Source: an optimization exercise on an open RTL-to-GDS flow (aim: small area, a short achievable clock period and few clock cycles per item). Production flows keep margins and buffers that such runs may drop. RTL that was checked went through simulation tests only; none was proved equivalent to the original. Power and IR drop assume default switching activity.

// adc_channel_smoother_deadband
module adc_channel_smoother_deadband #(
  parameter int unsigned CHANNELS    = 64,
  parameter int unsigned SAMPLE_BITS = 12
) (
  input  logic         clk_i,
  input  logic         rst_ni,
  input  logic         sample_valid_i,
  output logic         sample_ready_o,
  input  logic         sample_kind_i,
  input  logic [5:0]   sample_channel_i,
  input  logic [11:0]  sample_raw_i,
  input  logic         sample_force_i,
  output logic         report_valid_o,
  input  logic         report_ready_i,
  output logic [5:0]   report_channel_o,
  output logic [15:0]  report_scaled_o,
  output logic [11:0]  report_smoothed_o,
  input  logic         cfg_valid_i,
  output logic         cfg_ready_o,
  input  logic         cfg_index_i,
  input  logic [63:0]  cfg_data_i
);
Size in the first run: about 2000 flip-flops, about 130 I/O pins, about 0.074 mm2 of cells after synthesis.
==> flow/config.mk <==
export PLATFORM = sky130hd
export DESIGN_NAME = adc_channel_smoother_deadband
export DESIGN_NICKNAME = adc_channel_smoother_deadband
export VERILOG_FILES = /design/flow/design.v
export SDC_FILE = /design/flow/constraint.sdc
export NUM_CORES = 4
export LEC_CHECK = 0
export CAP_MARGIN = 20
export CORE_MARGIN = 2
export CORE_UTILIZATION = 40
export SLEW_MARGIN = 20
==> flow/constraint.sdc <==
create_clock -name core_clock -period 13.0 [get_ports {clk_i}]
set_input_delay 2.6000 -clock core_clock [delete_from_list [all_inputs] [get_ports {clk_i}]]
set_output_delay 2.6000 -clock core_clock [all_outputs]
set_load 0.01 [all_outputs]
standard.sh (not shown) runs the stock make flow with config.mk's settings and CLKGATE_MAP_FILE= SYNTH_SCRIPT=/design/flow/synth_recipe.tcl, a recipe that flattens the netlist after the stock synthesis.
==> flow/flow/run.sh <==
#!/bin/bash
# Layout: the standard flow (standard.sh), with two changes to how the layout is
# made: the port buffers are buf_2 cells, and timing repair aims at a slack margin
# below the fixed 13 ns period, so that the paths are sized for a short achieved period.
# The clock period and constraints are the standard flow's, unchanged.
set -euo pipefail
bash standard.sh \
  "BUFFER_PORTS_ARGS=-buffer_cell sky130_fd_sc_hd__buf_2" \
  "SETUP_SLACK_MARGIN=${ACSD_SETUP_MARGIN:-9.0}" \
  finish > standard_flow.log 2>&1
The first run went through all stages and came out clean.
Testbench counts at the start, summed over its fixed seeds: cycles 24,353, items 24,000.
Rerun with:
--- a/flow/design.v
+++ b/flow/design.v
@@ -243,24 +243,25 @@
     frc0_q  <= sample_force_i;
     for (int j = 0; j < 8; j++) begin
       lo0_q[j] <= (sample_channel_i[2:0] == 3'(j));
       hi0_q[j] <= (sample_channel_i[5:3] == 3'(j));
     end
   end
   logic [63:0][11:0] avg_q, last_q;
   logic [63:0]       seeded_q;
   logic              seeds_ok_q;
   logic        r1_v_q, r1_sd_q, r1_frc_q, r2_v_q;
   logic [5:0]  r1_ch_q, r2_ch_q;
   logic [11:0] r1_avg_q, r2_last_q;
+  logic [11:0] r1w_avg_q, r2w_last_q;
   logic [63:0] sel0;
   logic [7:0][11:0] avg_grp, last_grp;
   logic [7:0]  en_grp, sd_grp;
   logic [11:0] avg_rd, last_rd;
   logic        en_rd, sd_rd;
   always_comb begin
     for (int g = 0; g < 8; g++) begin
       for (int j = 0; j < 8; j++) begin
         sel0[8*g+j] = hi0_q[g] && lo0_q[j];
       end
     end
     avg_grp  = '0;
@@ -307,50 +308,52 @@
     if (!rst_ni) begin
       v1_q <= 1'b0;
     end else begin
       v1_q <= is_smp0;
     end
   end
   always_ff @(posedge clk_i) begin
     sd1_q   <= seeds_ok_q && sd_rd;
     frc1_q  <= frc0_q;
     ch1_q   <= ch0_q;
     raw1_q  <= raw0_q;
     db1_q   <= db_q;
-    avg1_q  <= !(seeds_ok_q && sd_rd) ? raw0_q :
-               (r1_v_q && (r1_ch_q == ch0_q)) ? r1_avg_q : avg_rd;
+    avg1_q  <= (r1_v_q && (r1_ch_q == ch0_q)) ? r1_avg_q : avg_rd;
     last1_q <= (r2_v_q && (r2_ch_q == ch0_q)) ? r2_last_q : last_rd;
     fwd1_q  <= v1_q && (ch1_q == ch0_q);
   end
   logic [11:0] avg_s1, new_s1;
   assign avg_s1 = fwd1_q ? r1_avg_q : avg1_q;
   acsd_update u_update (
     .avg_i (avg_s1),
     .raw_i (raw1_q),
     .new_o (new_s1)
   );
   logic        fwd2_q;
   logic [11:0] last2_q, db2_q;
   always_ff @(posedge clk_i or negedge rst_ni) begin
     if (!rst_ni) begin
       r1_v_q <= 1'b0;
     end else begin
       r1_v_q <= v1_q;
     end
   end
   always_ff @(posedge clk_i) begin
     r1_sd_q  <= sd1_q;
     r1_frc_q <= frc1_q;
     r1_ch_q  <= ch1_q;
-    r1_avg_q <= new_s1;
+    r1_avg_q <= sd1_q ? new_s1 : raw1_q;
+    if (v1_q) begin
+      r1w_avg_q <= sd1_q ? new_s1 : raw1_q;
+    end
     db2_q    <= db1_q;
     last2_q  <= (r2_v_q && (r2_ch_q == ch1_q)) ? r2_last_q : last1_q;
     fwd2_q   <= r1_v_q && (r1_ch_q == ch1_q);
   end
   logic [11:0] last_s2;
   logic [13:0] up_d, dn_d;
   logic        hit, push, ret2;
   assign last_s2 = fwd2_q ? r2_last_q : last2_q;
   logic [13:0] nn, ll, dd, up_s, up_m, dn_s, dn_m;
   assign nn   = {2'b00, r1_avg_q};
   assign ll   = {2'b00, last_s2};
   assign dd   = ~{2'b00, db2_q};
@@ -374,47 +377,50 @@
   assign push = r1_v_q && r1_sd_q && hit;
   assign ret2 = r1_v_q && r1_sd_q && !hit;
   always_ff @(posedge clk_i or negedge rst_ni) begin
     if (!rst_ni) begin
       r2_v_q <= 1'b0;
     end else begin
       r2_v_q <= r1_v_q;
     end
   end
   always_ff @(posedge clk_i) begin
     r2_ch_q   <= r1_ch_q;
     r2_last_q <= (r1_sd_q && !hit) ? last_s2 : r1_avg_q;
+    if (r1_v_q) begin
+      r2w_last_q <= (r1_sd_q && !hit) ? last_s2 : r1w_avg_q;
+    end
   end
   for (genvar i = 0; i < 64; i++) begin : g_state
     always_ff @(posedge clk_i) begin
       if (r1_v_q && (r1_ch_q == 6'(i))) begin
-        avg_q[i] <= r1_avg_q;
+        avg_q[i] <= r1w_avg_q;
       end
       if (r2_v_q && (r2_ch_q == 6'(i))) begin
-        last_q[i] <= r2_last_q;
+        last_q[i] <= r2w_last_q;
       end
     end
   end
   logic [11:0] out_n;
   logic [3:0]  out_q;
   logic        pop;
   acsd_fifo #(
     .Depth (QDepth)
   ) u_fifo (
     .clk_i     (clk_i),
     .rst_ni    (rst_ni),
     .cand_i    (r1_v_q && r1_sd_q),
     .push_i    (push),
     .push_ch_i (r1_ch_q),
-    .push_n_i  (r1_avg_q),
+    .push_n_i  (r1w_avg_q),
     .ready_i   (report_ready_i),
     .valid_o   (report_valid_o),
     .ch_o      (report_channel_o),
     .n_o       (out_n),
     .q_o       (out_q)
   );
   assign report_smoothed_o = out_n;
   assign report_scaled_o   = {out_n, out_q};
   assign pop               = report_valid_o && report_ready_i;
   logic [Cap:1] used_q, used_a, used_b, used_c, used_d;
   always_comb begin
     used_a = accept ? {used_q[Cap-1:1], 1'b1} : used_q;
Result: The changed run went through all stages and came out clean; global-route usage grows by 0.43 points; die area went up by 1.3%; non-clock buffer count is higher by 14; power goes down by about 12%; via count grows by about 2.2%; synthesized cell count is higher by 0.67%; sequential power drops by about 11%; setup slack got worse by 0.022 ns; sequential cell count came out higher by 24; cell area grows by 1.2%; wire length went up by about 3.7%; maximum frequency fell by about 0.56%.
Only the layout flow was run in the second run of this note; the RTL was not checked for function there.

port drivers added, routing unchanged:
Ports are ideal in the flow. The routed layouts listed here were re-timed in OpenROAD.
Step 1: set_driving_cell puts a clkbuf_16 on clk_i and a buf_2 on each other input, an assumption about the parent block.
Step 2 times the ports against the registers' clock, not the clock port: input delays grow and output delays shrink by t, the midpoint of the rising clock arrivals with the driver on.
Slacks: ideal / step 1 / step 2; pairs: ideal / step 1.
run | t (ns) | setup slack, ns | slew at the worst register clock pin (ns) | worst data-port slew with drivers (ns) | cell pins on the clock port's net
the first run | 0.889 | 9.041 / 8.956 / 8.521 | 0.07 / 0.07 | 0.07 | 1
the second run | 0.891 | 9.019 / 8.940 / 8.605 | 0.07 / 0.07 | 0.17 | 1
After both steps setup and hold are still met in every run listed. The setup slack of the first run, which loses most, moves by -0.085 ns with the drivers and by -0.520 ns with both steps.
